Source: an optimization exercise on an open RTL-to-GDS flow (aim: small area). Production flows keep margins and buffers that such runs may drop.
In this exercise RTL edits were held to simulation tests only and were not proved equivalent to the original.
Power is estimated from default activity; no workload was simulated.

==> design.v <==
package data_pkg;
   localparam int NUM_CFG = 256;
   typedef struct packed {
      logic [3:0]  FWD;
      logic [11:0] VPI;
   } CellCfgType;
   typedef struct packed {
      logic valid;
      logic write;
   } bus_req_t;
   function automatic bus_req_t decode_req(input logic bus_mode,
                                           input logic sel,
                                           input logic rd_ds,
                                           input logic wr_rw);
      bus_req_t r;
      r = '0;
      if (!sel) begin
         if (bus_mode) begin
            r.valid = rd_ds ^ wr_rw;
            r.write = !wr_rw;
         end else begin
            r.valid = !rd_ds;
            r.write = !wr_rw;
         end
      end
      decode_req = r;
   endfunction
   function automatic logic strobe_held(input logic bus_mode,
                                        input logic write,
                                        input logic sel,
                                        input logic rd_ds,
                                        input logic wr_rw);
      logic held;
      held = 1'b0;
      if (!sel) begin
         if (bus_mode && write) held = !wr_rw;
         else                   held = !rd_ds;
      end
      strobe_held = held;
   endfunction
endpackage
module cfg_pair (
   input  logic clk,
   input  logic ld,
   input  logic ld_n,
   input  logic cd_n,
   output logic q0,
   output logic q1
);
   always_ff @(posedge clk) begin
      q0 <= ~((q1 | ld) & (ld_n | cd_n));
      q1 <= q0;
   end
endmodule
module cfg_aoi222 (
   input  logic a0, b0, a1, b1, a2, b2,
   output logic y
);
   assign y = ~((a0 & b0) | (a1 & b1) | (a2 & b2));
endmodule
module cfg_aoi22 (
   input  logic a0, b0, a1, b1,
   output logic y
);
   assign y = ~((a0 & b0) | (a1 & b1));
endmodule
module cfg_and2 (input logic a, b, output logic y);
   assign y = a & b;
endmodule
module cfg_nand2 (input logic a, b, output logic y);
   assign y = ~(a & b);
endmodule
module cfg_nand3 (input logic a, b, c, output logic y);
   assign y = ~(a & b & c);
endmodule
module cfg_nand4 (input logic a, b, c, d, output logic y);
   assign y = ~(a & b & c & d);
endmodule
module cfg_nor2 (input logic a, b, output logic y);
   assign y = ~(a | b);
endmodule
module cfg_nor3 (input logic a, b, c, output logic y);
   assign y = ~(a | b | c);
endmodule
module cfg_rd256 (
   input  logic [255:0] d,
   input  logic [255:0] s,
   output logic yn
);
   logic l0_0;
   cfg_aoi222 u_l0_0 (.a0(d[0]), .b0(s[0]), .a1(d[1]), .b1(s[1]), .a2(d[2]), .b2(s[2]), .y(l0_0));
   logic l0_1;
   cfg_aoi222 u_l0_1 (.a0(d[3]), .b0(s[3]), .a1(d[4]), .b1(s[4]), .a2(d[5]), .b2(s[5]), .y(l0_1));
   logic l0_2;
   cfg_aoi222 u_l0_2 (.a0(d[6]), .b0(s[6]), .a1(d[7]), .b1(s[7]), .a2(d[8]), .b2(s[8]), .y(l0_2));
   logic l0_3;
   cfg_aoi222 u_l0_3 (.a0(d[9]), .b0(s[9]), .a1(d[10]), .b1(s[10]), .a2(d[11]), .b2(s[11]), .y(l0_3));
   logic l0_4;
   cfg_aoi222 u_l0_4 (.a0(d[12]), .b0(s[12]), .a1(d[13]), .b1(s[13]), .a2(d[14]), .b2(s[14]), .y(l0_4));
   logic l0_5;
   cfg_aoi222 u_l0_5 (.a0(d[15]), .b0(s[15]), .a1(d[16]), .b1(s[16]), .a2(d[17]), .b2(s[17]), .y(l0_5));
   logic l0_6;
   cfg_aoi222 u_l0_6 (.a0(d[18]), .b0(s[18]), .a1(d[19]), .b1(s[19]), .a2(d[20]), .b2(s[20]), .y(l0_6));
   logic l0_7;
   cfg_aoi222 u_l0_7 (.a0(d[21]), .b0(s[21]), .a1(d[22]), .b1(s[22]), .a2(d[23]), .b2(s[23]), .y(l0_7));
   logic l0_8;
   cfg_aoi222 u_l0_8 (.a0(d[24]), .b0(s[24]), .a1(d[25]), .b1(s[25]), .a2(d[26]), .b2(s[26]), .y(l0_8));
   logic l0_9;
   cfg_aoi222 u_l0_9 (.a0(d[27]), .b0(s[27]), .a1(d[28]), .b1(s[28]), .a2(d[29]), .b2(s[29]), .y(l0_9));
   logic l0_10;
   cfg_aoi222 u_l0_10 (.a0(d[30]), .b0(s[30]), .a1(d[31]), .b1(s[31]), .a2(d[32]), .b2(s[32]), .y(l0_10));
   logic l0_11;
   cfg_aoi222 u_l0_11 (.a0(d[33]), .b0(s[33]), .a1(d[34]), .b1(s[34]), .a2(d[35]), .b2(s[35]), .y(l0_11));
   logic l0_12;
   cfg_aoi222 u_l0_12 (.a0(d[36]), .b0(s[36]), .a1(d[37]), .b1(s[37]), .a2(d[38]), .b2(s[38]), .y(l0_12));
   logic l0_13;
   cfg_aoi222 u_l0_13 (.a0(d[39]), .b0(s[39]), .a1(d[40]), .b1(s[40]), .a2(d[41]), .b2(s[41]), .y(l0_13));
   logic l0_14;
   cfg_aoi222 u_l0_14 (.a0(d[42]), .b0(s[42]), .a1(d[43]), .b1(s[43]), .a2(d[44]), .b2(s[44]), .y(l0_14));
   logic l0_15;
   cfg_aoi222 u_l0_15 (.a0(d[45]), .b0(s[45]), .a1(d[46]), .b1(s[46]), .a2(d[47]), .b2(s[47]), .y(l0_15));
   logic l0_16;
   cfg_aoi222 u_l0_16 (.a0(d[48]), .b0(s[48]), .a1(d[49]), .b1(s[49]), .a2(d[50]), .b2(s[50]), .y(l0_16));
   logic l0_17;
   cfg_aoi222 u_l0_17 (.a0(d[51]), .b0(s[51]), .a1(d[52]), .b1(s[52]), .a2(d[53]), .b2(s[53]), .y(l0_17));
   logic l0_18;
   cfg_aoi222 u_l0_18 (.a0(d[54]), .b0(s[54]), .a1(d[55]), .b1(s[55]), .a2(d[56]), .b2(s[56]), .y(l0_18));
   logic l0_19;
   cfg_aoi222 u_l0_19 (.a0(d[57]), .b0(s[57]), .a1(d[58]), .b1(s[58]), .a2(d[59]), .b2(s[59]), .y(l0_19));
   logic l0_20;
   cfg_aoi222 u_l0_20 (.a0(d[60]), .b0(s[60]), .a1(d[61]), .b1(s[61]), .a2(d[62]), .b2(s[62]), .y(l0_20));
   logic l0_21;
   cfg_aoi222 u_l0_21 (.a0(d[63]), .b0(s[63]), .a1(d[64]), .b1(s[64]), .a2(d[65]), .b2(s[65]), .y(l0_21));
   logic l0_22;
   cfg_aoi222 u_l0_22 (.a0(d[66]), .b0(s[66]), .a1(d[67]), .b1(s[67]), .a2(d[68]), .b2(s[68]), .y(l0_22));
   logic l0_23;
   cfg_aoi222 u_l0_23 (.a0(d[69]), .b0(s[69]), .a1(d[70]), .b1(s[70]), .a2(d[71]), .b2(s[71]), .y(l0_23));
   logic l0_24;
   cfg_aoi222 u_l0_24 (.a0(d[72]), .b0(s[72]), .a1(d[73]), .b1(s[73]), .a2(d[74]), .b2(s[74]), .y(l0_24));
   logic l0_25;
   cfg_aoi222 u_l0_25 (.a0(d[75]), .b0(s[75]), .a1(d[76]), .b1(s[76]), .a2(d[77]), .b2(s[77]), .y(l0_25));
   logic l0_26;
   cfg_aoi222 u_l0_26 (.a0(d[78]), .b0(s[78]), .a1(d[79]), .b1(s[79]), .a2(d[80]), .b2(s[80]), .y(l0_26));
   logic l0_27;
   cfg_aoi222 u_l0_27 (.a0(d[81]), .b0(s[81]), .a1(d[82]), .b1(s[82]), .a2(d[83]), .b2(s[83]), .y(l0_27));
   logic l0_28;
   cfg_aoi222 u_l0_28 (.a0(d[84]), .b0(s[84]), .a1(d[85]), .b1(s[85]), .a2(d[86]), .b2(s[86]), .y(l0_28));
   logic l0_29;
   cfg_aoi222 u_l0_29 (.a0(d[87]), .b0(s[87]), .a1(d[88]), .b1(s[88]), .a2(d[89]), .b2(s[89]), .y(l0_29));
   logic l0_30;
   cfg_aoi222 u_l0_30 (.a0(d[90]), .b0(s[90]), .a1(d[91]), .b1(s[91]), .a2(d[92]), .b2(s[92]), .y(l0_30));
   logic l0_31;
   cfg_aoi222 u_l0_31 (.a0(d[93]), .b0(s[93]), .a1(d[94]), .b1(s[94]), .a2(d[95]), .b2(s[95]), .y(l0_31));
   logic l0_32;
   cfg_aoi222 u_l0_32 (.a0(d[96]), .b0(s[96]), .a1(d[97]), .b1(s[97]), .a2(d[98]), .b2(s[98]), .y(l0_32));
   logic l0_33;
   cfg_aoi222 u_l0_33 (.a0(d[99]), .b0(s[99]), .a1(d[100]), .b1(s[100]), .a2(d[101]), .b2(s[101]), .y(l0_33));
   logic l0_34;
   cfg_aoi222 u_l0_34 (.a0(d[102]), .b0(s[102]), .a1(d[103]), .b1(s[103]), .a2(d[104]), .b2(s[104]), .y(l0_34));
   logic l0_35;
   cfg_aoi222 u_l0_35 (.a0(d[105]), .b0(s[105]), .a1(d[106]), .b1(s[106]), .a2(d[107]), .b2(s[107]), .y(l0_35));
   logic l0_36;
   cfg_aoi222 u_l0_36 (.a0(d[108]), .b0(s[108]), .a1(d[109]), .b1(s[109]), .a2(d[110]), .b2(s[110]), .y(l0_36));
   logic l0_37;
   cfg_aoi222 u_l0_37 (.a0(d[111]), .b0(s[111]), .a1(d[112]), .b1(s[112]), .a2(d[113]), .b2(s[113]), .y(l0_37));
   logic l0_38;
   cfg_aoi222 u_l0_38 (.a0(d[114]), .b0(s[114]), .a1(d[115]), .b1(s[115]), .a2(d[116]), .b2(s[116]), .y(l0_38));
   logic l0_39;
   cfg_aoi222 u_l0_39 (.a0(d[117]), .b0(s[117]), .a1(d[118]), .b1(s[118]), .a2(d[119]), .b2(s[119]), .y(l0_39));
   logic l0_40;
   cfg_aoi222 u_l0_40 (.a0(d[120]), .b0(s[120]), .a1(d[121]), .b1(s[121]), .a2(d[122]), .b2(s[122]), .y(l0_40));
   logic l0_41;
   cfg_aoi222 u_l0_41 (.a0(d[123]), .b0(s[123]), .a1(d[124]), .b1(s[124]), .a2(d[125]), .b2(s[125]), .y(l0_41));
   logic l0_42;
   cfg_aoi222 u_l0_42 (.a0(d[126]), .b0(s[126]), .a1(d[127]), .b1(s[127]), .a2(d[128]), .b2(s[128]), .y(l0_42));
   logic l0_43;
   cfg_aoi222 u_l0_43 (.a0(d[129]), .b0(s[129]), .a1(d[130]), .b1(s[130]), .a2(d[131]), .b2(s[131]), .y(l0_43));
   logic l0_44;
   cfg_aoi222 u_l0_44 (.a0(d[132]), .b0(s[132]), .a1(d[133]), .b1(s[133]), .a2(d[134]), .b2(s[134]), .y(l0_44));
   logic l0_45;
   cfg_aoi222 u_l0_45 (.a0(d[135]), .b0(s[135]), .a1(d[136]), .b1(s[136]), .a2(d[137]), .b2(s[137]), .y(l0_45));
   logic l0_46;
   cfg_aoi222 u_l0_46 (.a0(d[138]), .b0(s[138]), .a1(d[139]), .b1(s[139]), .a2(d[140]), .b2(s[140]), .y(l0_46));
   logic l0_47;
   cfg_aoi222 u_l0_47 (.a0(d[141]), .b0(s[141]), .a1(d[142]), .b1(s[142]), .a2(d[143]), .b2(s[143]), .y(l0_47));
   logic l0_48;
   cfg_aoi222 u_l0_48 (.a0(d[144]), .b0(s[144]), .a1(d[145]), .b1(s[145]), .a2(d[146]), .b2(s[146]), .y(l0_48));
   logic l0_49;
   cfg_aoi222 u_l0_49 (.a0(d[147]), .b0(s[147]), .a1(d[148]), .b1(s[148]), .a2(d[149]), .b2(s[149]), .y(l0_49));
   logic l0_50;
   cfg_aoi222 u_l0_50 (.a0(d[150]), .b0(s[150]), .a1(d[151]), .b1(s[151]), .a2(d[152]), .b2(s[152]), .y(l0_50));
   logic l0_51;
   cfg_aoi222 u_l0_51 (.a0(d[153]), .b0(s[153]), .a1(d[154]), .b1(s[154]), .a2(d[155]), .b2(s[155]), .y(l0_51));
   logic l0_52;
   cfg_aoi222 u_l0_52 (.a0(d[156]), .b0(s[156]), .a1(d[157]), .b1(s[157]), .a2(d[158]), .b2(s[158]), .y(l0_52));
   logic l0_53;
   cfg_aoi222 u_l0_53 (.a0(d[159]), .b0(s[159]), .a1(d[160]), .b1(s[160]), .a2(d[161]), .b2(s[161]), .y(l0_53));
   logic l0_54;
   cfg_aoi222 u_l0_54 (.a0(d[162]), .b0(s[162]), .a1(d[163]), .b1(s[163]), .a2(d[164]), .b2(s[164]), .y(l0_54));
   logic l0_55;
   cfg_aoi222 u_l0_55 (.a0(d[165]), .b0(s[165]), .a1(d[166]), .b1(s[166]), .a2(d[167]), .b2(s[167]), .y(l0_55));
   logic l0_56;
   cfg_aoi222 u_l0_56 (.a0(d[168]), .b0(s[168]), .a1(d[169]), .b1(s[169]), .a2(d[170]), .b2(s[170]), .y(l0_56));
   logic l0_57;
   cfg_aoi222 u_l0_57 (.a0(d[171]), .b0(s[171]), .a1(d[172]), .b1(s[172]), .a2(d[173]), .b2(s[173]), .y(l0_57));
   logic l0_58;
   cfg_aoi222 u_l0_58 (.a0(d[174]), .b0(s[174]), .a1(d[175]), .b1(s[175]), .a2(d[176]), .b2(s[176]), .y(l0_58));
   logic l0_59;
   cfg_aoi222 u_l0_59 (.a0(d[177]), .b0(s[177]), .a1(d[178]), .b1(s[178]), .a2(d[179]), .b2(s[179]), .y(l0_59));
   logic l0_60;
   cfg_aoi222 u_l0_60 (.a0(d[180]), .b0(s[180]), .a1(d[181]), .b1(s[181]), .a2(d[182]), .b2(s[182]), .y(l0_60));
   logic l0_61;
   cfg_aoi222 u_l0_61 (.a0(d[183]), .b0(s[183]), .a1(d[184]), .b1(s[184]), .a2(d[185]), .b2(s[185]), .y(l0_61));
   logic l0_62;
   cfg_aoi222 u_l0_62 (.a0(d[186]), .b0(s[186]), .a1(d[187]), .b1(s[187]), .a2(d[188]), .b2(s[188]), .y(l0_62));
   logic l0_63;
   cfg_aoi222 u_l0_63 (.a0(d[189]), .b0(s[189]), .a1(d[190]), .b1(s[190]), .a2(d[191]), .b2(s[191]), .y(l0_63));
   logic l0_64;
   cfg_aoi222 u_l0_64 (.a0(d[192]), .b0(s[192]), .a1(d[193]), .b1(s[193]), .a2(d[194]), .b2(s[194]), .y(l0_64));
   logic l0_65;
   cfg_aoi222 u_l0_65 (.a0(d[195]), .b0(s[195]), .a1(d[196]), .b1(s[196]), .a2(d[197]), .b2(s[197]), .y(l0_65));
   logic l0_66;
   cfg_aoi222 u_l0_66 (.a0(d[198]), .b0(s[198]), .a1(d[199]), .b1(s[199]), .a2(d[200]), .b2(s[200]), .y(l0_66));
   logic l0_67;
   cfg_aoi222 u_l0_67 (.a0(d[201]), .b0(s[201]), .a1(d[202]), .b1(s[202]), .a2(d[203]), .b2(s[203]), .y(l0_67));
   logic l0_68;
   cfg_aoi222 u_l0_68 (.a0(d[204]), .b0(s[204]), .a1(d[205]), .b1(s[205]), .a2(d[206]), .b2(s[206]), .y(l0_68));
   logic l0_69;
   cfg_aoi222 u_l0_69 (.a0(d[207]), .b0(s[207]), .a1(d[208]), .b1(s[208]), .a2(d[209]), .b2(s[209]), .y(l0_69));
   logic l0_70;
   cfg_aoi222 u_l0_70 (.a0(d[210]), .b0(s[210]), .a1(d[211]), .b1(s[211]), .a2(d[212]), .b2(s[212]), .y(l0_70));
   logic l0_71;
   cfg_aoi222 u_l0_71 (.a0(d[213]), .b0(s[213]), .a1(d[214]), .b1(s[214]), .a2(d[215]), .b2(s[215]), .y(l0_71));
   logic l0_72;
   cfg_aoi222 u_l0_72 (.a0(d[216]), .b0(s[216]), .a1(d[217]), .b1(s[217]), .a2(d[218]), .b2(s[218]), .y(l0_72));
   logic l0_73;
   cfg_aoi222 u_l0_73 (.a0(d[219]), .b0(s[219]), .a1(d[220]), .b1(s[220]), .a2(d[221]), .b2(s[221]), .y(l0_73));
   logic l0_74;
   cfg_aoi222 u_l0_74 (.a0(d[222]), .b0(s[222]), .a1(d[223]), .b1(s[223]), .a2(d[224]), .b2(s[224]), .y(l0_74));
   logic l0_75;
   cfg_aoi222 u_l0_75 (.a0(d[225]), .b0(s[225]), .a1(d[226]), .b1(s[226]), .a2(d[227]), .b2(s[227]), .y(l0_75));
   logic l0_76;
   cfg_aoi222 u_l0_76 (.a0(d[228]), .b0(s[228]), .a1(d[229]), .b1(s[229]), .a2(d[230]), .b2(s[230]), .y(l0_76));
   logic l0_77;
   cfg_aoi222 u_l0_77 (.a0(d[231]), .b0(s[231]), .a1(d[232]), .b1(s[232]), .a2(d[233]), .b2(s[233]), .y(l0_77));
   logic l0_78;
   cfg_aoi222 u_l0_78 (.a0(d[234]), .b0(s[234]), .a1(d[235]), .b1(s[235]), .a2(d[236]), .b2(s[236]), .y(l0_78));
   logic l0_79;
   cfg_aoi222 u_l0_79 (.a0(d[237]), .b0(s[237]), .a1(d[238]), .b1(s[238]), .a2(d[239]), .b2(s[239]), .y(l0_79));
   logic l0_80;
   cfg_aoi222 u_l0_80 (.a0(d[240]), .b0(s[240]), .a1(d[241]), .b1(s[241]), .a2(d[242]), .b2(s[242]), .y(l0_80));
   logic l0_81;
   cfg_aoi222 u_l0_81 (.a0(d[243]), .b0(s[243]), .a1(d[244]), .b1(s[244]), .a2(d[245]), .b2(s[245]), .y(l0_81));
   logic l0_82;
   cfg_aoi222 u_l0_82 (.a0(d[246]), .b0(s[246]), .a1(d[247]), .b1(s[247]), .a2(d[248]), .b2(s[248]), .y(l0_82));
   logic l0_83;
   cfg_aoi222 u_l0_83 (.a0(d[249]), .b0(s[249]), .a1(d[250]), .b1(s[250]), .a2(d[251]), .b2(s[251]), .y(l0_83));
   logic l0_84;
   cfg_aoi222 u_l0_84 (.a0(d[252]), .b0(s[252]), .a1(d[253]), .b1(s[253]), .a2(d[254]), .b2(s[254]), .y(l0_84));
   logic l0_85;
   cfg_nand2 u_l0_85 (.a(d[255]), .b(s[255]), .y(l0_85));
   logic l1_0;
   cfg_nand4 u_l1_0 (.a(l0_0), .b(l0_1), .c(l0_2), .d(l0_3), .y(l1_0));
   logic l1_1;
   cfg_nand4 u_l1_1 (.a(l0_4), .b(l0_5), .c(l0_6), .d(l0_7), .y(l1_1));
   logic l1_2;
   cfg_nand4 u_l1_2 (.a(l0_8), .b(l0_9), .c(l0_10), .d(l0_11), .y(l1_2));
   logic l1_3;
   cfg_nand4 u_l1_3 (.a(l0_12), .b(l0_13), .c(l0_14), .d(l0_15), .y(l1_3));
   logic l1_4;
   cfg_nand4 u_l1_4 (.a(l0_16), .b(l0_17), .c(l0_18), .d(l0_19), .y(l1_4));
   logic l1_5;
   cfg_nand4 u_l1_5 (.a(l0_20), .b(l0_21), .c(l0_22), .d(l0_23), .y(l1_5));
   logic l1_6;
   cfg_nand4 u_l1_6 (.a(l0_24), .b(l0_25), .c(l0_26), .d(l0_27), .y(l1_6));
   logic l1_7;
   cfg_nand4 u_l1_7 (.a(l0_28), .b(l0_29), .c(l0_30), .d(l0_31), .y(l1_7));
   logic l1_8;
   cfg_nand4 u_l1_8 (.a(l0_32), .b(l0_33), .c(l0_34), .d(l0_35), .y(l1_8));
   logic l1_9;
   cfg_nand4 u_l1_9 (.a(l0_36), .b(l0_37), .c(l0_38), .d(l0_39), .y(l1_9));
   logic l1_10;
   cfg_nand4 u_l1_10 (.a(l0_40), .b(l0_41), .c(l0_42), .d(l0_43), .y(l1_10));
   logic l1_11;
   cfg_nand4 u_l1_11 (.a(l0_44), .b(l0_45), .c(l0_46), .d(l0_47), .y(l1_11));
   logic l1_12;
   cfg_nand4 u_l1_12 (.a(l0_48), .b(l0_49), .c(l0_50), .d(l0_51), .y(l1_12));
   logic l1_13;
   cfg_nand4 u_l1_13 (.a(l0_52), .b(l0_53), .c(l0_54), .d(l0_55), .y(l1_13));
   logic l1_14;
   cfg_nand4 u_l1_14 (.a(l0_56), .b(l0_57), .c(l0_58), .d(l0_59), .y(l1_14));
   logic l1_15;
   cfg_nand4 u_l1_15 (.a(l0_60), .b(l0_61), .c(l0_62), .d(l0_63), .y(l1_15));
   logic l1_16;
   cfg_nand4 u_l1_16 (.a(l0_64), .b(l0_65), .c(l0_66), .d(l0_67), .y(l1_16));
   logic l1_17;
   cfg_nand4 u_l1_17 (.a(l0_68), .b(l0_69), .c(l0_70), .d(l0_71), .y(l1_17));
   logic l1_18;
   cfg_nand4 u_l1_18 (.a(l0_72), .b(l0_73), .c(l0_74), .d(l0_75), .y(l1_18));
   logic l1_19;
   cfg_nand4 u_l1_19 (.a(l0_76), .b(l0_77), .c(l0_78), .d(l0_79), .y(l1_19));
   logic l1_20;
   cfg_nand3 u_l1_20 (.a(l0_80), .b(l0_81), .c(l0_82), .y(l1_20));
   logic l1_21;
   cfg_nand3 u_l1_21 (.a(l0_83), .b(l0_84), .c(l0_85), .y(l1_21));
   logic l2_0;
   cfg_nor2 u_l2_0 (.a(l1_0), .b(l1_1), .y(l2_0));
   logic l2_1;
   cfg_nor2 u_l2_1 (.a(l1_2), .b(l1_3), .y(l2_1));
   logic l2_2;
   cfg_nor2 u_l2_2 (.a(l1_4), .b(l1_5), .y(l2_2));
   logic l2_3;
   cfg_nor2 u_l2_3 (.a(l1_6), .b(l1_7), .y(l2_3));
   logic l2_4;
   cfg_nor2 u_l2_4 (.a(l1_8), .b(l1_9), .y(l2_4));
   logic l2_5;
   cfg_nor2 u_l2_5 (.a(l1_10), .b(l1_11), .y(l2_5));
   logic l2_6;
   cfg_nor2 u_l2_6 (.a(l1_12), .b(l1_13), .y(l2_6));
   logic l2_7;
   cfg_nor2 u_l2_7 (.a(l1_14), .b(l1_15), .y(l2_7));
   logic l2_8;
   cfg_nor2 u_l2_8 (.a(l1_16), .b(l1_17), .y(l2_8));
   logic l2_9;
   cfg_nor2 u_l2_9 (.a(l1_18), .b(l1_19), .y(l2_9));
   logic l2_10;
   cfg_nor2 u_l2_10 (.a(l1_20), .b(l1_21), .y(l2_10));
   logic l3_0;
   cfg_nand4 u_l3_0 (.a(l2_0), .b(l2_1), .c(l2_2), .d(l2_3), .y(l3_0));
   logic l3_1;
   cfg_nand4 u_l3_1 (.a(l2_4), .b(l2_5), .c(l2_6), .d(l2_7), .y(l3_1));
   logic l3_2;
   cfg_nand3 u_l3_2 (.a(l2_8), .b(l2_9), .c(l2_10), .y(l3_2));
   logic l4_0;
   cfg_nor3 u_l4_0 (.a(l3_0), .b(l3_1), .c(l3_2), .y(l4_0));
   assign yn = l4_0;
endmodule
module cfg_rd128 (
   input  logic [127:0] d,
   input  logic [127:0] s,
   output logic yn
);
   logic l0_0;
   cfg_aoi222 u_l0_0 (.a0(d[0]), .b0(s[0]), .a1(d[1]), .b1(s[1]), .a2(d[2]), .b2(s[2]), .y(l0_0));
   logic l0_1;
   cfg_aoi222 u_l0_1 (.a0(d[3]), .b0(s[3]), .a1(d[4]), .b1(s[4]), .a2(d[5]), .b2(s[5]), .y(l0_1));
   logic l0_2;
   cfg_aoi222 u_l0_2 (.a0(d[6]), .b0(s[6]), .a1(d[7]), .b1(s[7]), .a2(d[8]), .b2(s[8]), .y(l0_2));
   logic l0_3;
   cfg_aoi222 u_l0_3 (.a0(d[9]), .b0(s[9]), .a1(d[10]), .b1(s[10]), .a2(d[11]), .b2(s[11]), .y(l0_3));
   logic l0_4;
   cfg_aoi222 u_l0_4 (.a0(d[12]), .b0(s[12]), .a1(d[13]), .b1(s[13]), .a2(d[14]), .b2(s[14]), .y(l0_4));
   logic l0_5;
   cfg_aoi222 u_l0_5 (.a0(d[15]), .b0(s[15]), .a1(d[16]), .b1(s[16]), .a2(d[17]), .b2(s[17]), .y(l0_5));
   logic l0_6;
   cfg_aoi222 u_l0_6 (.a0(d[18]), .b0(s[18]), .a1(d[19]), .b1(s[19]), .a2(d[20]), .b2(s[20]), .y(l0_6));
   logic l0_7;
   cfg_aoi222 u_l0_7 (.a0(d[21]), .b0(s[21]), .a1(d[22]), .b1(s[22]), .a2(d[23]), .b2(s[23]), .y(l0_7));
   logic l0_8;
   cfg_aoi222 u_l0_8 (.a0(d[24]), .b0(s[24]), .a1(d[25]), .b1(s[25]), .a2(d[26]), .b2(s[26]), .y(l0_8));
   logic l0_9;
   cfg_aoi222 u_l0_9 (.a0(d[27]), .b0(s[27]), .a1(d[28]), .b1(s[28]), .a2(d[29]), .b2(s[29]), .y(l0_9));
   logic l0_10;
   cfg_aoi222 u_l0_10 (.a0(d[30]), .b0(s[30]), .a1(d[31]), .b1(s[31]), .a2(d[32]), .b2(s[32]), .y(l0_10));
   logic l0_11;
   cfg_aoi222 u_l0_11 (.a0(d[33]), .b0(s[33]), .a1(d[34]), .b1(s[34]), .a2(d[35]), .b2(s[35]), .y(l0_11));
   logic l0_12;
   cfg_aoi222 u_l0_12 (.a0(d[36]), .b0(s[36]), .a1(d[37]), .b1(s[37]), .a2(d[38]), .b2(s[38]), .y(l0_12));
   logic l0_13;
   cfg_aoi222 u_l0_13 (.a0(d[39]), .b0(s[39]), .a1(d[40]), .b1(s[40]), .a2(d[41]), .b2(s[41]), .y(l0_13));
   logic l0_14;
   cfg_aoi222 u_l0_14 (.a0(d[42]), .b0(s[42]), .a1(d[43]), .b1(s[43]), .a2(d[44]), .b2(s[44]), .y(l0_14));
   logic l0_15;
   cfg_aoi222 u_l0_15 (.a0(d[45]), .b0(s[45]), .a1(d[46]), .b1(s[46]), .a2(d[47]), .b2(s[47]), .y(l0_15));
   logic l0_16;
   cfg_aoi222 u_l0_16 (.a0(d[48]), .b0(s[48]), .a1(d[49]), .b1(s[49]), .a2(d[50]), .b2(s[50]), .y(l0_16));
   logic l0_17;
   cfg_aoi222 u_l0_17 (.a0(d[51]), .b0(s[51]), .a1(d[52]), .b1(s[52]), .a2(d[53]), .b2(s[53]), .y(l0_17));
   logic l0_18;
   cfg_aoi222 u_l0_18 (.a0(d[54]), .b0(s[54]), .a1(d[55]), .b1(s[55]), .a2(d[56]), .b2(s[56]), .y(l0_18));
   logic l0_19;
   cfg_aoi222 u_l0_19 (.a0(d[57]), .b0(s[57]), .a1(d[58]), .b1(s[58]), .a2(d[59]), .b2(s[59]), .y(l0_19));
   logic l0_20;
   cfg_aoi222 u_l0_20 (.a0(d[60]), .b0(s[60]), .a1(d[61]), .b1(s[61]), .a2(d[62]), .b2(s[62]), .y(l0_20));
   logic l0_21;
   cfg_aoi222 u_l0_21 (.a0(d[63]), .b0(s[63]), .a1(d[64]), .b1(s[64]), .a2(d[65]), .b2(s[65]), .y(l0_21));
   logic l0_22;
   cfg_aoi222 u_l0_22 (.a0(d[66]), .b0(s[66]), .a1(d[67]), .b1(s[67]), .a2(d[68]), .b2(s[68]), .y(l0_22));
   logic l0_23;
   cfg_aoi222 u_l0_23 (.a0(d[69]), .b0(s[69]), .a1(d[70]), .b1(s[70]), .a2(d[71]), .b2(s[71]), .y(l0_23));
   logic l0_24;
   cfg_aoi222 u_l0_24 (.a0(d[72]), .b0(s[72]), .a1(d[73]), .b1(s[73]), .a2(d[74]), .b2(s[74]), .y(l0_24));
   logic l0_25;
   cfg_aoi222 u_l0_25 (.a0(d[75]), .b0(s[75]), .a1(d[76]), .b1(s[76]), .a2(d[77]), .b2(s[77]), .y(l0_25));
   logic l0_26;
   cfg_aoi222 u_l0_26 (.a0(d[78]), .b0(s[78]), .a1(d[79]), .b1(s[79]), .a2(d[80]), .b2(s[80]), .y(l0_26));
   logic l0_27;
   cfg_aoi222 u_l0_27 (.a0(d[81]), .b0(s[81]), .a1(d[82]), .b1(s[82]), .a2(d[83]), .b2(s[83]), .y(l0_27));
   logic l0_28;
   cfg_aoi222 u_l0_28 (.a0(d[84]), .b0(s[84]), .a1(d[85]), .b1(s[85]), .a2(d[86]), .b2(s[86]), .y(l0_28));
   logic l0_29;
   cfg_aoi222 u_l0_29 (.a0(d[87]), .b0(s[87]), .a1(d[88]), .b1(s[88]), .a2(d[89]), .b2(s[89]), .y(l0_29));
   logic l0_30;
   cfg_aoi222 u_l0_30 (.a0(d[90]), .b0(s[90]), .a1(d[91]), .b1(s[91]), .a2(d[92]), .b2(s[92]), .y(l0_30));
   logic l0_31;
   cfg_aoi222 u_l0_31 (.a0(d[93]), .b0(s[93]), .a1(d[94]), .b1(s[94]), .a2(d[95]), .b2(s[95]), .y(l0_31));
   logic l0_32;
   cfg_aoi222 u_l0_32 (.a0(d[96]), .b0(s[96]), .a1(d[97]), .b1(s[97]), .a2(d[98]), .b2(s[98]), .y(l0_32));
   logic l0_33;
   cfg_aoi222 u_l0_33 (.a0(d[99]), .b0(s[99]), .a1(d[100]), .b1(s[100]), .a2(d[101]), .b2(s[101]), .y(l0_33));
   logic l0_34;
   cfg_aoi222 u_l0_34 (.a0(d[102]), .b0(s[102]), .a1(d[103]), .b1(s[103]), .a2(d[104]), .b2(s[104]), .y(l0_34));
   logic l0_35;
   cfg_aoi222 u_l0_35 (.a0(d[105]), .b0(s[105]), .a1(d[106]), .b1(s[106]), .a2(d[107]), .b2(s[107]), .y(l0_35));
   logic l0_36;
   cfg_aoi222 u_l0_36 (.a0(d[108]), .b0(s[108]), .a1(d[109]), .b1(s[109]), .a2(d[110]), .b2(s[110]), .y(l0_36));
   logic l0_37;
   cfg_aoi222 u_l0_37 (.a0(d[111]), .b0(s[111]), .a1(d[112]), .b1(s[112]), .a2(d[113]), .b2(s[113]), .y(l0_37));
   logic l0_38;
   cfg_aoi222 u_l0_38 (.a0(d[114]), .b0(s[114]), .a1(d[115]), .b1(s[115]), .a2(d[116]), .b2(s[116]), .y(l0_38));
   logic l0_39;
   cfg_aoi222 u_l0_39 (.a0(d[117]), .b0(s[117]), .a1(d[118]), .b1(s[118]), .a2(d[119]), .b2(s[119]), .y(l0_39));
   logic l0_40;
   cfg_aoi222 u_l0_40 (.a0(d[120]), .b0(s[120]), .a1(d[121]), .b1(s[121]), .a2(d[122]), .b2(s[122]), .y(l0_40));
   logic l0_41;
   cfg_aoi222 u_l0_41 (.a0(d[123]), .b0(s[123]), .a1(d[124]), .b1(s[124]), .a2(d[125]), .b2(s[125]), .y(l0_41));
   logic l0_42;
   cfg_aoi22 u_l0_42 (.a0(d[126]), .b0(s[126]), .a1(d[127]), .b1(s[127]), .y(l0_42));
   logic l1_0;
   cfg_nand4 u_l1_0 (.a(l0_0), .b(l0_1), .c(l0_2), .d(l0_3), .y(l1_0));
   logic l1_1;
   cfg_nand4 u_l1_1 (.a(l0_4), .b(l0_5), .c(l0_6), .d(l0_7), .y(l1_1));
   logic l1_2;
   cfg_nand4 u_l1_2 (.a(l0_8), .b(l0_9), .c(l0_10), .d(l0_11), .y(l1_2));
   logic l1_3;
   cfg_nand4 u_l1_3 (.a(l0_12), .b(l0_13), .c(l0_14), .d(l0_15), .y(l1_3));
   logic l1_4;
   cfg_nand4 u_l1_4 (.a(l0_16), .b(l0_17), .c(l0_18), .d(l0_19), .y(l1_4));
   logic l1_5;
   cfg_nand4 u_l1_5 (.a(l0_20), .b(l0_21), .c(l0_22), .d(l0_23), .y(l1_5));
   logic l1_6;
   cfg_nand4 u_l1_6 (.a(l0_24), .b(l0_25), .c(l0_26), .d(l0_27), .y(l1_6));
   logic l1_7;
   cfg_nand4 u_l1_7 (.a(l0_28), .b(l0_29), .c(l0_30), .d(l0_31), .y(l1_7));
   logic l1_8;
   cfg_nand4 u_l1_8 (.a(l0_32), .b(l0_33), .c(l0_34), .d(l0_35), .y(l1_8));
   logic l1_9;
   cfg_nand4 u_l1_9 (.a(l0_36), .b(l0_37), .c(l0_38), .d(l0_39), .y(l1_9));
   logic l1_10;
   cfg_nand3 u_l1_10 (.a(l0_40), .b(l0_41), .c(l0_42), .y(l1_10));
   logic l2_0;
   cfg_nor3 u_l2_0 (.a(l1_0), .b(l1_1), .c(l1_2), .y(l2_0));
   logic l2_1;
   cfg_nor3 u_l2_1 (.a(l1_3), .b(l1_4), .c(l1_5), .y(l2_1));
   logic l2_2;
   cfg_nor3 u_l2_2 (.a(l1_6), .b(l1_7), .c(l1_8), .y(l2_2));
   logic l2_3;
   cfg_nor2 u_l2_3 (.a(l1_9), .b(l1_10), .y(l2_3));
   logic l3_0;
   cfg_nand2 u_l3_0 (.a(l2_0), .b(l2_1), .y(l3_0));
   logic l3_1;
   cfg_nand2 u_l3_1 (.a(l2_2), .b(l2_3), .y(l3_1));
   logic l4_0;
   cfg_nor2 u_l4_0 (.a(l3_0), .b(l3_1), .y(l4_0));
   assign yn = l4_0;
endmodule
module cfg_inv (input logic a, output logic y);
   assign y = ~a;
endmodule
module cfg_pre2n (
   input  logic [1:0] a,
   output logic [3:0] yn
);
   logic [1:0] an;
   cfg_inv   u_i0 (.a(a[0]), .y(an[0]));
   cfg_inv   u_i1 (.a(a[1]), .y(an[1]));
   cfg_nand2 u_y0 (.a(an[1]), .b(an[0]), .y(yn[0]));
   cfg_nand2 u_y1 (.a(an[1]), .b(a[0]),  .y(yn[1]));
   cfg_nand2 u_y2 (.a(a[1]),  .b(an[0]), .y(yn[2]));
   cfg_nand2 u_y3 (.a(a[1]),  .b(a[0]),  .y(yn[3]));
endmodule
module cfg_pre4 (
   input  logic [3:0]  a,
   output logic [15:0] y
);
   logic [3:0] hn, ln;
   cfg_pre2n u_h (.a(a[3:2]), .yn(hn));
   cfg_pre2n u_l (.a(a[1:0]), .yn(ln));
   for (genvar j = 0; j < 16; j++) begin : g_y
      cfg_nor2 u_y (.a(hn[j / 4]), .b(ln[j % 4]), .y(y[j]));
   end
endmodule
module cfg_pre3 (
   input  logic [2:0] a,
   output logic [7:0] y
);
   logic [3:0] ln;
   logic       a2n;
   cfg_pre2n u_l  (.a(a[1:0]), .yn(ln));
   cfg_inv   u_i2 (.a(a[2]),   .y(a2n));
   for (genvar j = 0; j < 8; j++) begin : g_y
      cfg_nor2 u_y (.a(j >= 4 ? a2n : a[2]), .b(ln[j % 4]), .y(y[j]));
   end
endmodule
module cfg_mem (
   input  logic        clk,
   input  logic        clr_n,
   input  logic        wr,
   input  logic [6:0]  ring,
   input  logic [15:0] cd_n,
   input  logic [7:0]  ra_pos,
   output logic [15:0] ra_n,
   output logic [15:0] rb_n
);
   logic [15:0] ahi, alo, rhi;
   logic [7:0]  rlo;
   logic [127:0] sr, ld, ld_n;
   logic [255:0] sa;
   logic [127:0][15:0] q0, q1;
   logic [15:0][255:0] qt;
   logic [15:0][127:0] q0t;
   cfg_pre4 u_ahi (.a(ra_pos[7:4]), .y(ahi));
   cfg_pre4 u_alo (.a(ra_pos[3:0]), .y(alo));
   cfg_pre4 u_rhi (.a(ring[6:3]),   .y(rhi));
   cfg_pre3 u_rlo (.a(ring[2:0]),   .y(rlo));
   for (genvar r = 0; r < 128; r++) begin : g_ring
      cfg_and2  u_sr   (.a(rhi[r / 8]), .b(rlo[r % 8]), .y(sr[r]));
      cfg_nand2 u_ld_n (.a(sr[r]),      .b(wr),         .y(ld_n[r]));
      cfg_nand2 u_ld   (.a(ld_n[r]),    .b(clr_n),      .y(ld[r]));
      for (genvar b = 0; b < 16; b++) begin : g_b
         cfg_pair u_pair (.clk(clk), .ld(ld[r]), .ld_n(ld_n[r]), .cd_n(cd_n[b]),
                          .q0(q0[r][b]), .q1(q1[r][b]));
         assign qt[b][2 * r]     = q0[r][b];
         assign qt[b][2 * r + 1] = q1[r][b];
         assign q0t[b][r]        = q0[r][b];
      end
   end
   for (genvar i = 0; i < 256; i++) begin : g_pos
      cfg_and2 u_sa (.a(ahi[i / 16]), .b(alo[i % 16]), .y(sa[i]));
   end
   for (genvar b = 0; b < 16; b++) begin : g_col
      cfg_rd256 u_ra (.d(qt[b]),  .s(sa), .yn(ra_n[b]));
      cfg_rd128 u_rb (.d(q0t[b]), .s(sr), .yn(rb_n[b]));
   end
endmodule
module cpu_cfg_regs
#(
   parameter int DEPTH = data_pkg::NUM_CFG,
   parameter int AW    = $clog2(DEPTH)
) (
   input  logic                          clk,
   input  logic                          rst,
   input  logic                          BusMode,
   input  logic [11:0]                   Addr,
   input  logic                          Sel,
   input  logic [15:0]                   DataIn,
   input  logic                          Rd_DS,
   input  logic                          Wr_RW,
   output logic [15:0]                   DataOut,
   output logic                          Rdy_Dtack,
   input  logic [AW-1:0]                 lut_addr,
   output logic [15:0]                   lut_data
);
   logic          acc_q;       
   logic          rdy_q;       
   logic [AW-1:0] addr_q;
   logic [15:0]   data_q;
   logic          we_q;        
   logic          re_q;        
   logic          hw_q;        
   logic [1:0]    cnt;         
   logic          clr;         
   logic          pend;        
   logic [15:0]   lut_q;
   data_pkg::bus_req_t req;
   logic          idle;
   logic          held;
   logic          in_range;
   assign req      = data_pkg::decode_req(BusMode, Sel, Rd_DS, Wr_RW);
   assign idle     = rdy_q && !acc_q;
   assign in_range = (Addr[11:AW] == '0);
   assign held     = !Sel && (hw_q ? !Wr_RW : !Rd_DS);
   always_ff @(posedge clk) begin
      if (rst) begin
         acc_q <= 1'b0;
         rdy_q <= 1'b1;
      end else begin
         acc_q <= idle && req.valid;
         if (acc_q)                rdy_q <= 1'b0;
         else if (!rdy_q && !held) rdy_q <= 1'b1;
      end
   end
   always_ff @(posedge clk) begin
      if (idle) begin
         addr_q <= Addr[AW-1:0];
         data_q <= DataIn;
         we_q   <= !Wr_RW && in_range;
         re_q   <= Wr_RW && in_range;
         hw_q   <= BusMode && !Wr_RW;
      end
   end
   logic        commit;        
   logic        ins;           
   logic        pol0, pol1;    
   logic [15:0] cd_n, ra_n, rb_n;
   assign commit = acc_q && we_q;
   assign ins    = (commit && (addr_q[0] != cnt[0])) || pend;
   assign pol0   = cnt[1];
   assign pol1   = ~(cnt[1] ^ cnt[0]);
   always_ff @(posedge clk) begin
      clr <= rst;
      if (rst) begin
         cnt  <= 2'd0;
         pend <= 1'b0;
      end else begin
         cnt  <= cnt + 2'd1;
         pend <= commit && (addr_q[0] == cnt[0]);
      end
   end
   assign cd_n = ~(data_q ^ {16{cnt[1] ^ cnt[0]}});
   logic        sa_pos, sb_pos;
   logic [15:0] rb, cpu_rd;
   assign sa_pos = lut_addr[0] ^ cnt[0];
   assign sb_pos = addr_q[0] ^ cnt[0];
   cfg_mem u_cfg_mem (
      .clk    (clk),
      .clr_n  (!(rst || clr)),
      .wr     (ins && !rst),
      .ring   (addr_q[AW-1:1]),
      .cd_n   (cd_n),
      .ra_pos ({lut_addr[AW-1:1], sa_pos}),
      .ra_n   (ra_n),
      .rb_n   (rb_n)
   );
   always_ff @(posedge clk) begin
      if (rst)
         lut_q <= '0;
      else if (pend && (lut_addr == addr_q))
         lut_q <= data_q;
      else if (clr && sa_pos)
         lut_q <= '0;
      else
         lut_q <= ~ra_n ^ {16{sa_pos ? pol1 : pol0}};
   end
   assign rb = ~rb_n ^ {16{pol0}};
   always_ff @(posedge clk)
      if (!sb_pos) cpu_rd <= rb;
   assign DataOut   = (!rdy_q && re_q) ? (sb_pos ? cpu_rd : rb) : '0;
   assign Rdy_Dtack = rdy_q;
   assign lut_data  = lut_q;
endmodule
==> flow/run.sh <==
#!/bin/bash
# The standard layout (standard.sh: its synthesis, floorplan, placement, routing),
# with two changes passed to ORFS as make variables:
#  * clock tree synthesis without dummy loads (ORFS's usual options otherwise);
#  * the port buffers are buf_1 cells.
# ORFS writes each step's log under orfs/logs; make's own output goes to make.log.
set -euo pipefail
bash standard.sh \
  "CTS_ARGS=-sink_clustering_enable -repair_clock_nets -dont_use_dummy_load -sink_clustering_size 30 -sink_clustering_max_diameter 60" \
  "BUFFER_PORTS_ARGS=-buffer_cell sky130_fd_sc_hd__buf_1" \
  finish > make.log 2>&1
==> standard.sh <==
#!/bin/bash
# synth_recipe.tcl (not shown) runs the flow's synth.tcl, then flattens the netlist and writes it again
# the make line also repeats each setting of config.mk as NAME=value (left out here)
make -C /OpenROAD-flow-scripts/flow DESIGN_CONFIG=/design/flow/config.mk WORK_HOME=/design/flow/orfs CLKGATE_MAP_FILE= SYNTH_SCRIPT=/design/flow/synth_recipe.tcl "${@:-finish}"
==> config.mk <==
export PLATFORM = sky130hd
export DESIGN_NAME = cpu_cfg_regs
export DESIGN_NICKNAME = cpu_cfg_regs
export VERILOG_FILES = /design/flow/design.v
export SDC_FILE = /design/flow/constraint.sdc
export NUM_CORES = 8
export LEC_CHECK = 0
export CAP_MARGIN = 0
export CORE_MARGIN = 2
export CORE_UTILIZATION = 45
export CTS_CLUSTER_DIAMETER = 60
export CTS_CLUSTER_SIZE = 30
export PLACE_DENSITY = 0.55
export SLEW_MARGIN = 0
export SYNTH_HIERARCHICAL = 1
==> constraint.sdc <==
create_clock -name core_clock -period 10.0 [get_ports {clk}]
set_input_delay 2.0000 -clock core_clock [delete_from_list [all_inputs] [get_ports {clk}]]
set_output_delay 2.0000 -clock core_clock [all_outputs]
set_load 0.01 [all_outputs]
==> flow_summary.json, run 1 <==
{
  "hold_viol": 0,
  "tightest_slew_ns": 1.58,
  "critPathKind": "reg2out",
  "place_congestion": 0.994,
  "die_x_um": 536,
  "die_h_um": 536,
  "final_max_slew_viol_count": 62,
  "grt_max_degree": 94,
  "nNetsFinal": 10800,
  "areaGrowthSynthToFinish_pct": 11.2,
  "syn_nets": 10200,
  "so_faults": "capacitance limit, slew limit",
  "fin_crit_sh_pct": 90.7,
  "wl_um": 598000,
  "outcome": "finished with violations",
  "num_vias": 115000,
  "die_area_um2": 287000,
  "num-fill-cells": 24800,
  "dp_cells": 14200,
  "grt_pass1_vias": 108000,
  "syn_area_um2": 127000,
  "synth_area_per_cell_um2": 12.6,
  "port_buffers": 74,
  "tns_ns": 0,
  "cp.arrival_ns": 7.07,
  "cp-start-kind": "register",
  "cts_setup_buffers": 0,
  "rows": 195,
  "slowest_delay_ns": 1.24,
  "yosysUniqueCellTypes": 35,
  "crit_top_cell": "nand2_1",
  "cts_resized": 0,
  "cts_tree": "built",
  "initial_core_util_pct": 45.2,
  "grt_usage_pct": 39.5,
  "io_pins": 75,
  "wl_per_cell_um": 41.1,
  "skew_ns": 0.0898,
  "yosys_warnings": 8,
  "htreeDepth": 5,
  "ir_drop_uv": 170,
  "fin_ws_ns": 0.931,
  "min_path_type": "reg2reg",
  "crit_required_ns": 8.00,
  "via_per_inst": 7.93,
  "drc": 0,
  "post-place-ws_ns": 2.46,
  "cp-end-kind": "primary output",
  "cts_sinks": 4161,
  "clk_pin_slew_ns": 0.10,
  "grt_overflow": 0,
  "core_um2": 282000,
  "clockBufferDepth": 4,
  "crit_fanout": 17,
  "ys_seq_area_share_pct": 65.6,
  "slowest_stage": "a222oi_1",
  "dp.final_hpwl_um": 384000,
  "setup-violations-final": 0,
  "p_per_area_nw_per_um2": 221,
  "path_cells": "inv_1, nand2_1, nor2_4, buf_4, and2_1, a222oi_1, nand4_1, nor3_2, nand2_1, nor2_1, xor2_1, o21ai_0, nor2b_1, buf_1",
  "maxCapViolations": 4,
  "first_pass_iters": 17,
  "cts-buffers-inserted": 267,
  "synth-seq-cells": 4161,
  "min_period_ns": 9.07,
  "antenna_found_initial": 64,
  "postCtsHoldBufs": 0,
  "antenna_left": 0,
  "fmax_mhz": 110,
  "grt_pass1_wl_um": 829000,
  "clock_latency_ns": 0.96,
  "final-instance-count-excl-fill": 14500,
  "utilization_pct": 50.2,
  "synth_cells": 10100,
  "drive_gt1_share_pct": 6.43,
  "rsz0062_at_grt": "false",
  "root_buffer": "clkbuf_16",
  "relSlewSlack_pct": -5.52,
  "p_total_w": 0.0313,
  "drtIter0Drc": 28700,
  "p_leak_nw": 50.6
}
worst paths after layout:
check	slack, ns	startpoint	depth (start not counted)	end
hold reg to reg	0.30	u_cfg_mem.g_ring[18].g_b[12].u_pair.q0	0	u_cfg_mem.g_ring[18].g_b[12].u_pair.q1
setup reg to reg	3.86	cnt[0]	15	lut_q[14]
hold / removal	0.30	u_cfg_mem.g_ring[18].g_b[12].u_pair.q0	0	u_cfg_mem.g_ring[18].g_b[12].u_pair.q1
setup / recovery	0.93	addr_q[2]	14	DataOut[0]
per-module statistics from Yosys (local to each module, per instance), a selection:
module / cell area, um2 / cells / copies in the design / flip-flops and latches
cfg_nand4: 6.26 / 1 / 512 / 0
cfg_pair: 46.3 / 3 / 2048 / 2
cfg_nand3: 5.00 / 1 / 64 / 0
cfg_nor3: 10.0 / 1 / 64 / 0
cfg_inv: 3.75 / 1 / 15 / 0
cfg_aoi22: 12.5 / 1 / 16 / 0
cell families (layout without fill, tap and decap cells):
group,count (synthesis),count (layout),share of synthesized area (%)
AOI/OAI and AO/OA,4131,4131,26.3
xor gates and xnor gates,60,60,0.424
buffers and inverters,35,637,0.134
DFF,4161,4161,65.6
muxes,16,16,0.141
other,0,74,0
and+or+nand+nor,1721,1721,7.36
cell usage after synthesis:
library cell	instances	share of area, %
buf_4	5	0.029
a2111oi_0	1	0.0069
nand4_1	513	2.5
mux2_2	13	0.11
o21bai_1	1	0.0059
a222oi_1	2032	16
nand2_1	350	1.0
xor2_1	18	0.12
or4_1	1	0.0059
xor2_2	2	0.026
dfxtp_1	4134	65
nor3_2	64	0.50
o22ai_1	2048	10
edfxtp_1	27	0.64
nand2b_1	18	0.088
nor2b_1	36	0.18
nor3_1	1	0.0039
nor2_1	269	0.79
mux2_1	3	0.027
buf_6	2	0.018
nor3b_2	1	0.0098
nand3_1	81	0.32
inv_1	16	0.047
nand3b_1	1	0.0059
buf_2	4	0.016
nor3_4	1	0.013
clkbuf_1	8	0.024
xnor2_1	40	0.28
and2_1	384	1.9
a21oi_1	16	0.063
o21ai_0	13	0.051
a31oi_1	1	0.0049
a22oi_2	16	0.16
nor4b_1	1	0.0069
o21ai_1	3	0.012
report_power, final:
group	internal (W)	total [W]	switching (W)
combinational	0.000634	0.00266	0.00202
clock	0.00475	0.0103	0.00556
sequential	0.0176	0.0183	0.000724
through the flow:
step / cell area [um2] / hold slack, ns
floorplan: 127000 / 0.350
global placement: 135000 / 0.353
detailed placement: 135000 / 0.356
CTS: 141000 / 0.308
global route: 141000 / 0.307
finish: 142000 / 0.300
critical path: cells and delay by family, from the launching register on:
kind	cells	cell delay (ns)
AND/OR/NAND/NOR	8	2.95
AO/OA/AOI/OAI	2	1.96
XOR/XNOR	1	0.15
flip-flops	1	0.43
buffers and inverters	3	0.60
cell usage in the layout, fill, tap and decap left out, types with 13 or more instances in the layout:
cell | Yosys | final
nand3_1 | 81 | 81
a21oi_1 | 16 | 16
nor2b_1 | 36 | 35
clkbuf_16 | 0 | 267
diode_2 | 0 | 74
and2_1 | 384 | 383
nand2b_1 | 18 | 18
a22oi_2 | 16 | 16
mux2_2 | 13 | 13
o22ai_1 | 2048 | 2048
xor2_1 | 18 | 18
o21ai_0 | 13 | 13
buf_1 | 0 | 73
nor2_4 | 0 | 26
edfxtp_1 | 27 | 27
dfxtp_1 | 4134 | 4133
a222oi_1 | 2032 | 2032
inv_1 | 16 | 16
nor2_1 | 269 | 243
xnor2_1 | 40 | 24
nand4_1 | 513 | 513
nand2_1 | 350 | 350
buf_4 | 5 | 278
nor3_2 | 64 | 64
xnor2_2 | 0 | 16
sequential cells by signal (all words and copies together) (netlist names), 2 cells and up:
signal,count
lut_q,16
u_cfg_mem.g_ring.g_b.u_pair.q1,2048
addr_q,8
cpu_rd,16
cnt,2
u_cfg_mem.g_ring.g_b.u_pair.q0,2048
data_q,16
area by class of cell:
| class | count | area, um2 | area share [%] |
|---|---|---|---|
| well taps | 3743 | 4680 | 3.31 |
| repair buffers | 354 | 2410 | 1.70 |
| inverters | 16 | 60.1 | 0.0424 |
| multi-input cells | 5928 | 44000 | 31.1 |
| clock buffers | 267 | 6680 | 4.72 |
| flip-flops and latches | 4161 | 83600 | 59.0 |
| diodes | 74 | 185 | 0.131 |
layer usage:
layer  wire, um  up-vias  GRT usage [%]  share of wire (%)
met1     219000    57500           50.8                 37
met2     250000    10200           57.4                 42
met4      44200       14           23.9                7.4
li1           -    45700              -                  -
met3      85100     1911           12.9                 14
met5         89        -              0              0.015
==> run 2, diff against run 1 <==
--- a/config.mk
+++ b/config.mk
@@ -6,10 +6,11 @@
 export NUM_CORES = 8
 export LEC_CHECK = 0
-export CAP_MARGIN = 0
+export CAP_MARGIN = 20
+export CELL_PAD_IN_SITES_DETAIL_PLACEMENT = 1
 export CORE_MARGIN = 2
-export CORE_UTILIZATION = 45
+export CORE_UTILIZATION = 55
 export CTS_CLUSTER_DIAMETER = 60
 export CTS_CLUSTER_SIZE = 30
-export PLACE_DENSITY = 0.55
-export SLEW_MARGIN = 0
+export PLACE_DENSITY = 0.65
+export SLEW_MARGIN = 20
 export SYNTH_HIERARCHICAL = 1
==> run 2 against run 1 <==
Final cell count down 6.4%. Combinational power up 3%. Critical endpoint is now DataOut[1]. Utilization is 9.8 points higher. Register-to-register slack got worse by 1.4 ns. Global-route usage up 9.6 points. Cell area decreased by 2.4%. Now clean on timing, DRC and antenna. Critical path type unchanged. First-iteration DRC count grew 0.44%. Clock skew decreased by 0.0020 ns. Routed wire length up 1.9%.
==> flow_summary.json, run 2 <==
{
  "outcome": "finished clean",
  "num_vias": 117000,
  "io_pins": 75,
  "async_flop_share_pct": 0,
  "postCtsHoldBufs": 0,
  "final_area_um2": 138000,
  "reg2reg_depth": 15,
  "maxCapViolations": 0,
  "crit_fanout": 17,
  "ys_top_cells_by_count": "4134 x dfxtp_1, 2048 x o22ai_1, 2032 x a222oi_1",
  "critPathBufInv": 3,
  "slowest_stage": "a222oi_1",
  "yosys-top-cells-area": "dfxtp_1 65%, a222oi_1 16%, o22ai_1 10%, nand4_1 2.5%, and2_1 1.9%",
  "clockBufferDepth": 3,
  "drive_gt1_share_pct": 4.71,
  "synth_top_area_share_pct": 65.0,
  "yosysMostFrequentCell": "dfxtp_1",
  "rows": 176,
  "port_buffers": 74,
  "wl_per_cell_um": 44.8,
  "skew_ns": 0.0878,
  "nNetsFinal": 10600,
  "crit_family": "simple AND/OR/NAND/NOR gates",
  "dp.final_hpwl_um": 398000,
  "slowest_delay_ns": 0.98,
  "hold_viol": 0,
  "cp-end-kind": "primary output",
  "hold_depth": 0,
  "min_from": "u_cfg_mem.g_ring[37].g_b[15].u_pair.q0",
  "yosysUniqueCellTypes": 35,
  "relSlewSlack_pct": 8.75,
  "die_x_um": 485,
  "initial_core_util_pct": 55.4,
  "antenna_left": 0,
  "fmax_mhz": 115,
  "first_pass_iters": 17,
  "grt_usage_pct": 49.1,
  "drc": 0,
  "place_congestion": 1.07,
  "cts_tree": "built",
  "ir_drop_uv": 191,
  "min_period_ns": 8.71,
  "p_per_area_nw_per_um2": 216,
  "rsz0062_at_grt": "false",
  "ys_seq_area_share_pct": 65.6,
  "critPathKind": "reg2out",
  "setup-violations-final": 0,
  "placed_area_um2": 133000,
  "cts_resized": 0,
  "path_cells": "inv_1, nand2_1, nor2_1, buf_4, and2_1, a222oi_1, nand4_1, nor3_2, nand2_1, nor2_1, xor2_1, o21ai_0, nor2b_1, buf_1",
  "largestRegisters": "u_cfg_mem.g_ring.g_b.u_pair.q0 (2048), u_cfg_mem.g_ring.g_b.u_pair.q1 (2048)",
  "tightest_slew_ns": 1.36,
  "final_max_slew_viol_count": 0,
  "ys.flop_type": "dfxtp_1",
  "grt_pass1_vias": 112000,
  "areaGrowthSynthToFinish_pct": 8.48,
  "wl_um": 609000,
  "crit_required_ns": 8.00,
  "p_leak_nw": 49.1,
  "layout_commonest_cell": "dfxtp_1",
  "core_um2": 230000,
  "mostFrequentLayoutCells": "4133 x dfxtp_1, 2048 x o22ai_1, 2032 x a222oi_1, 513 x nand4_1, 377 x and2_1",
  "cp.arrival_ns": 6.71,
  "clk_pin_slew_ns": 0.11,
  "die_h_um": 485,
  "cts-buffers-inserted": 201,
  "synth_edf_count": 27,
  "clock_latency_ns": 0.93,
  "holdWs_ns": 0.319,
  "rr_endpoint": "lut_q[10]",
  "cts_setup_buffers": 0,
  "r2r_setup_slack_ns": 2.50,
  "die_area_um2": 235000,
  "cp-start-kind": "register",
  "htreeDepth": 4,
  "min_path_type": "reg2reg",
  "grt_pass1_wl_um": 848000,
  "drtIter0Drc": 28800,
  "tns_ns": 0,
  "rr_startpoint": "cnt[0]",
  "root_buffer": "clkbuf_16",
  "grt_max_degree": 129,
  "synth-seq-cells": 4161,
  "grt_overflow": 0,
  "syn_nets": 10200,
  "fin_crit_sh_pct": 87.1,
  "synth_cells": 10100,
  "cts_sinks": 4161,
  "yosys_warnings": 8,
  "via_per_inst": 8.63,
  "syn_area_um2": 127000,
  "synth_area_per_cell_um2": 12.6,
  "hold_end": "u_cfg_mem.g_ring[37].g_b[15].u_pair.q1",
  "synth_top_cell_by_area": "dfxtp_1",
  "antenna_found_initial": 85
}
## run 2: layer usage
metal / track usage, % / routed length (um) / share of wire, % / vias up
met5: 0.367 / 531 / 0.087 / -
met4: 32.8 / 50900 / 8.4 / 68
met3: 18.1 / 94000 / 15 / 2374
met2: 70.8 / 254000 / 42 / 10700
met1: 61.4 / 210000 / 34 / 59000
li1: - / - / - / 45300
## run 2: layout make-up
type,count,area (um2)
fill,22700,91900
sequential,4161,83600
multi-input combinational,5928,44000
clock buffer,201,5030
tap,3026,3790
timing repair buffer,207,1510
antenna,72,180
inverter,16,60.1
## run 2: through the flow
step	power [W]	util, %	cells	setup WS, ns
6_report	0.0299	60.0	13600	1.29
4_1_cts	0.0296	59.9	13500	1.79
3_5_place_dp	0.0212	57.7	13300	2.35
2_1_floorplan	0.0197	-	10100	1.26
5_1_grt	0.0305	60.0	13600	1.34
3_3_place_gp	0.0211	57.6	13300	2.03
## run 2: kinds of logic after synthesis
group,after synthesis,synth area share (%)
XOR/XNOR,60,0.424
buffers and inverters,35,0.134
flip-flops,4161,65.6
multiplexers,16,0.141
AO/OA/AOI/OAI,4131,26.3
AND/OR/NAND/NOR,1721,7.36
## run 2: Yosys stat by module, one instance, submodules excluded, excerpt
module	cells inside	flops+latches
cpu_cfg_regs	297	65
cfg_nand4	1	0
cfg_aoi22	1	0
cfg_and2	1	0
cfg_inv	1	0
cfg_aoi222	1	0
cfg_pair	3	2
cfg_nor2	1	0
cfg_nand3	1	0
cfg_nor3	1	0
cfg_nand2	1	0
## run 2: worst max path at each step
stage                     start                                    to  slack (ns)  cells past startpoint
global placement    lut_addr[0]                              lut_q[2]        2.03                     15
floorplan                   rst  u_cfg_mem.g_ring[0].g_b[0].u_pair.q0        1.26                      6
finish                addr_q[6]                            DataOut[1]        1.29                     14
CTS                   addr_q[6]                            DataOut[2]        1.79                     14
detailed placement  lut_addr[0]                              lut_q[2]        2.35                     15
global route          addr_q[3]                            DataOut[1]        1.34                     12
## run 2: worst reg2reg max path, cell delays in order (launching register included)
cell and delay (ns):
dfxtp_1 0.72, xor2_1 0.92, inv_1 0.18, nand2_1 0.38, nor2_4 0.11, buf_4 0.25
and2_1 0.56, a222oi_1 0.59, nand4_1 0.32, nor2_1 0.89, nand4_1 0.91, nor3_2 0.86
xnor2_1 0.22, nand2b_1 0.13, a21oi_1 0.07, mux2_2 0.28
## run 2: power by group
part / total [W] / internal, W / switching (W) / leakage [nW]
registers: 0.0183 / 0.0176 / 0.000761 / 34.6
logic: 0.00275 / 0.000646 / 0.00211 / 12.0
clock network: 0.00879 / 0.00358 / 0.00521 / 2.48
total: 0.0299 / 0.0218 / 0.00808 / 49.1

## separate check: timing with driven ports
In the flow no input, the clock included, has a driving cell. The finished layouts below were timed again as built, in two steps. Step 1: set_driving_cell puts a clkbuf_16 on clk and a buf_2 on each other input, an assumption about the parent block. Step 2 adds t to the input delays and takes it off the output delays; t is the mean of the earliest and latest rising clock arrival at the registers after step 1. Input paths then give back, and output paths get back, about the clock's delay inside the block. Three values: ideal, step 1, step 2; two values: the first two.
run	t (ns)	slack for setup (ns)	cell pins on the clock port's net
run 1	1.022	0.931 / 0.837 / 1.859	1
run 2	0.979	1.290 / 1.189 / 0.804	1
For run 2, which loses most, drivers alone change the setup slack by -0.101 ns; drivers and shift together by -0.486 ns.
